This is an optimization exercise on Yosys and OpenROAD, whose aim is small area, not a production implementation. Only simulation tests tie the RTL to the original design; equivalence was not proved. Power is estimated from default activity; no workload was simulated.

<file path="flow/config.mk">
export PLATFORM = sky130hd
export DESIGN_NAME = reg_file_param
export DESIGN_NICKNAME = reg_file_param
export VERILOG_FILES = /design/flow/design.v
export SDC_FILE = /design/flow/constraint.sdc
export NUM_CORES = 4
export LEC_CHECK = 0
export CAP_MARGIN = 20
export CORE_MARGIN = 2
export CORE_UTILIZATION = 30
export PLACE_DENSITY = 0.45
export SETUP_SLACK_MARGIN = 0.2
export SLEW_MARGIN = 20
</file>
<file path="flow/constraint.sdc">
create_clock -name core_clock -period 7.0 [get_ports {clk}]
set_input_delay 1.4000 -clock core_clock [delete_from_list [all_inputs] [get_ports {clk}]]
set_output_delay 1.4000 -clock core_clock [all_outputs]
set_load 0.01 [all_outputs]
</file>
<file path="flow/design.v">
package reg_file_pkg;
    localparam int DATA_W_DEF = 32;
    localparam int ADDR_W_DEF = 5;
    typedef enum logic {
        IDLE  = 1'b0,
        CLEAR = 1'b1
    } clr_state_t;
    localparam int DEPTH_DEF = 1 << ADDR_W_DEF;
endpackage
module wr_decoder #(
    parameter int ADDR_W = reg_file_pkg::ADDR_W_DEF
) (
    input  logic                          i_en,
    input  logic [ADDR_W-1:0]             i_addr,
    output logic [(1 << ADDR_W)-1:0]      o_sel
);
    always_comb begin
        o_sel = '0;
        if (i_en) begin
            o_sel[i_addr] = 1'b1;
        end
    end
endmodule
module reg_file_param #(
    parameter int DATA_W   = reg_file_pkg::DATA_W_DEF,
    parameter int ADDR_W   = reg_file_pkg::ADDR_W_DEF,
    parameter int ZERO_REG = 1,
    parameter int BYPASS   = 1
) (
    input  logic              clk,
    input  logic              rst,
    input  logic              writeEn,
    input  logic [ADDR_W-1:0] RegNum,
    input  logic [DATA_W-1:0] RegData,
    input  logic [ADDR_W-1:0] rdNumA,
    output logic [DATA_W-1:0] rdDataA,
    input  logic [ADDR_W-1:0] rdNumB,
    output logic [DATA_W-1:0] rdDataB,
    input  logic              clearReq,
    output logic              busy,
    output reg_file_pkg::clr_state_t dbg_state
);
    localparam int DEPTH = 1 << ADDR_W;
    localparam logic [ADDR_W-1:0] LAST_IDX = ADDR_W'(DEPTH - 1);
    logic [DATA_W-1:0] r_mem [DEPTH];
    reg_file_pkg::clr_state_t        r_state;
    reg_file_pkg::clr_state_t        w_state_nxt;
    logic [ADDR_W-1:0] r_ptr;
    logic [ADDR_W-1:0] w_ptr_nxt;
    logic              w_busy;
    logic              w_wr_en;
    logic [DEPTH-1:0]  w_dec_sel;
    logic [DEPTH-1:0]  w_wr_sel;
    logic              w_byp_ok;
    assign w_busy    = (r_state == reg_file_pkg::CLEAR);
    assign w_wr_en   = writeEn && !w_busy;
    assign busy      = w_busy;
    assign dbg_state = r_state;
    wr_decoder #(
        .ADDR_W (ADDR_W)
    ) u_wr_decoder (
        .i_en   (w_wr_en),
        .i_addr (RegNum),
        .o_sel  (w_dec_sel)
    );
    always_comb begin
        w_wr_sel = w_dec_sel;
        if (ZERO_REG != 0) begin
            w_wr_sel[0] = 1'b0;
        end
    end
    always_comb begin
        w_state_nxt = r_state;
        w_ptr_nxt   = r_ptr;
        case (r_state)
            reg_file_pkg::IDLE: begin
                if (clearReq) begin
                    w_state_nxt = reg_file_pkg::CLEAR;
                    w_ptr_nxt   = '0;
                end
            end
            reg_file_pkg::CLEAR: begin
                w_ptr_nxt = r_ptr + ADDR_W'(1);
                if (r_ptr == LAST_IDX) begin
                    w_state_nxt = reg_file_pkg::IDLE;
                end
            end
            default: w_state_nxt = reg_file_pkg::IDLE;
        endcase
    end
    always_ff @(posedge clk) begin
        if (rst) begin
            r_state <= reg_file_pkg::IDLE;
            r_ptr   <= '0;
            for (int i = 0; i < DEPTH; i++) begin
                r_mem[i] <= '0;
            end
        end else begin
            r_state <= w_state_nxt;
            r_ptr   <= w_ptr_nxt;
            for (int i = 0; i < DEPTH; i++) begin
                if (w_wr_sel[i]) begin
                    r_mem[i] <= RegData;
                end
            end
            if (w_busy) begin
                r_mem[r_ptr] <= '0;
            end
        end
    end
    assign w_byp_ok = (BYPASS != 0) && w_wr_en && !((ZERO_REG != 0) && (RegNum == '0));
    always_comb begin
        rdDataA = r_mem[rdNumA];
        if (w_byp_ok && (rdNumA == RegNum)) begin
            rdDataA = RegData;
        end
        if ((ZERO_REG != 0) && (rdNumA == '0)) begin
            rdDataA = '0;
        end
    end
    always_comb begin
        rdDataB = r_mem[rdNumB];
        if (w_byp_ok && (rdNumB == RegNum)) begin
            rdDataB = RegData;
        end
        if ((ZERO_REG != 0) && (rdNumB == '0)) begin
            rdDataB = '0;
        end
    end
endmodule
</file>
<file path="flow/run.sh">
#!/bin/bash
# synth_recipe.tcl (not shown) runs the flow's synth.tcl, then flattens the netlist and writes it again
# the make line also repeats each setting of config.mk as NAME=value (left out here)
make -C /OpenROAD-flow-scripts/flow DESIGN_CONFIG=/design/flow/config.mk WORK_HOME=/design/flow/orfs CLKGATE_MAP_FILE= SYNTH_SCRIPT=/design/flow/synth_recipe.tcl finish
</file>
==> out/metrics.cfg <==
[global_route]
grt-ovfl-total = 0
grt_use_total_pct = 29.3
antenna_found_initial = 10
grt_pass1_wl_microns = 398000
grt_pass1_vias = 51015
grt_max_degree = 129

[cts]
cts.clk_slew.worst_paths_ps = 60
cts_root_buf = clkbuf_16
cts_buffer_depth = 3
ctsResizeCount = 1
cts-buffers-inserted = 119
cts_setup_buffers = 0
clock-sinks = 998
htreeDepth = 3
holdBufCountCts = 0
clk_latency_ps = 780
tritoncts = built

[placed_design]
postPlaceCellArea_sq_mm = 0.0593
port_buffers = 116
gp_congestion = 0.884
dp_hpwl_microns = 167000

[logic_synthesis]
yosysWarnings = 2
ys_seq_elements = 998
synthSimpleGateAreaFrac_pct = 13.7
synthFlopType = dfxtp_1
synth_xor_area_share_pct = 0.258
avgSynthCellArea_sq_um = 8.69
synth_edf_count = 0
syn_area_sq_mm = 0.0553
synthTopCellsByArea = dfxtp_1 36%, mux4_2 12%, a21oi_1 10%
synthAdderAreaFrac_pct = 0.204
synth_top_family_by_area = compound AO/OA/AOI/OAI gates
yosys-top-cells-count = 1,116 x a21oi_1, 998 x dfxtp_1, 970 x nand2_1
yosysSeqAreaShare_pct = 36.2
netlist_instances = 6361
synth_fp_nets = 6421
synthArstFlopShare_pct = 0
synth_most_common_cell = a21oi_1
synth_top_area_cell = dfxtp_1
synth_cell_types = 59
synth_compound_area_share_pct = 22.3
yosys.area.top_type_share_pct = 36.2
muxShareOfSynthArea_pct = 20.2

[setup_path]
worstPathCellList = clkdlybuf4s50_1 > inv_1 > nand2_2 > buf_4 > a21oi_1 > buf_4 > o41ai_1 > clkdlybuf4s50_1
endpoint_kind = output pin
critPathMaxStageDelay_ps = 1000
slowest_stage = o41ai_1
required_ps = 5600
arrival_ps = 5510
critPathLaunchType = primary input
critPathMaxFanout = 20
crit_type = primary input to output pin

[pwr]
p_leak_nw = 20.3
max-vdd-ir-drop_mv = 0.199
power_density_mw_per_mm2 = 226

[sta]
relSlewSlack_pct = 12.5
final-setup-viol-count = 0
period_minus_slack_ps = 6910
hold_viol = 0
fin_skew_ps = 36.5
tightest_slew_ps = 1300
finalSetupTns_ps = 0
rsz0062_at_grt = false
timing.hold.ws_ps = 465
maxSlewViolCount = 0
fin_crit_sh_pct = 98.7
max_freq_mhz = 145

[finish]
syn2layout_area_growth_pct = 14.5
nets = 6166
drive_gt1_share_pct = 17.1
fill_cells = 18697
fin_area_sq_mm = 0.0633

[route]
final_antenna_net_count = 0
vias = 53649
firstDrtPassIters = 7
drtIter0Drc = 7183
avgViaCountPerCell = 6.19
totalWireLength_microns = 283000
drc = 0
wire_per_inst_microns = 32.6

[run]
maxCapViolCount = 0

[floorplan]
floorplan.rows = 157
ios = 117
initial_core_util_pct = 30.2
coreArea_sq_mm = 0.183
die_area_sq_mm = 0.188
die_h_microns = 433
die_w_microns = 433

[status]
status = finished clean

[hold_path]
hold_path_class = flip-flop to flip-flop

sequential cells by signal, indices dropped and copies added, names as in the netlist:
register  cells
r_ptr         5
r_mem       992
r_state       1
critical path, delay by kind of cell:
kind	cells	cell delay, ps
and+or+nand+nor	1	420
buffers and inverters	5	2550
AOI/OAI and AO/OA	2	1090
layer usage:
metal | global-route usage [%] | share of wire, % | vias to the layer above
met1 | 38.9 | 41 | 27123
met3 | 5.38 | 8.9 | 652
met4 | 17.6 | 6.9 | 2
met5 | 0 | 0.0035 | -
met2 | 44.0 | 44 | 3094
li1 | - | - | 22778
report_power, final:
part	internal [mW]	total (mW)	switching [mW]
Combinational	0.529	1.99	1.46
Clock	3.84	6.59	2.75
Sequential	5.72	5.75	0.0298
Total	10.1	14.3	4.23
layout by cell type (no fill, tap or decap), drive strengths merged, types with 32 or more instances in the layout:
cell type      instances
a22oi                 84
clkbuf               179
clkdlybuf4s50        105
nand3                521
a2bb2oi               51
nor2                  34
mux2                 121
nand2                970
mux2i                305
a221oi                51
o21ai                528
a21oi               1116
a2111oi               35
mux4                 300
buf                  326
a211oi                39
dfxtp                998
o41ai                 64
nand2b                32
nand4                 64
cell families (layout without fill, tap and decap cells):
logic type / after synthesis / in the layout
compound gates: 2090 / 2090
simple gates: 1706 / 1706
flops: 998 / 998
buf+inv: 820 / 661
mux: 726 / 726
xor+xnor: 12 / 12
fa+ha+maj: 9 / 9
other cells: 0 / 4
metrics by stage:
step	util, %	setup slack [ps]	std cells	total power [mW]
floorplan	-	1800	6361	6.84
global placement	32.3	130	8449	7.80
detailed placement	32.4	209	8449	7.80
CTS	34.6	253	8666	14.3
global route	34.6	215	8667	14.6
finish	34.6	90.4	8670	14.3
layout make-up:
cell class	instances	area [sq um]	share of cell area, %
tap	2464	3080	4.87
clock inverter	39	562	0.888
clock buffer	178	3460	5.47
timing repair buffer	432	3970	6.27
multi-input combinational	4543	32200	50.9
antenna	4	10.0	0.0158
sequential	998	20000	31.6
inverter	12	45.0	0.0712
final timing paths:
| path | from | end | slack, ps | cells after the start |
|---|---|---|---|---|
| hold reg to reg | r_mem[31][22] | r_mem[31][22] | 470 | 2 |
| setup / recovery | rdNumB[3] | rdDataB[2] | 90 | 8 |
| setup reg to reg | r_state | r_mem[1][22] | 3680 | 7 |
| hold / removal | r_mem[31][22] | r_mem[31][22] | 470 | 2 |

-- static timing again, ports no longer ideal --
How much do the figures lean on ideal ports? The routed layout below was timed once more, with nothing changed but the port constraints.
Step 1 assumes that a clkbuf_16 drives the clock port and a buf_2 every other input.
Step 2 adds t to the input delays and takes it off the output delays; t is the mean of the earliest and latest rising clock arrival at the registers after step 1. Input paths then give back, and output paths get back, about the clock's delay inside the block.
Slacks: ideal ports / drivers / drivers and shift; pairs: ideal ports / drivers.
t (ns): 0.844
setup WS [ns]: 0.090 / 0.064 / 0.064
worst register clock-pin slew, ns: 0.07 / 0.07
worst slew at a driven data input, ns: 0.18
After both steps setup and hold are still met in this run. The setup slack of this run moves by -0.026 ns with the drivers and by -0.026 ns with both steps.
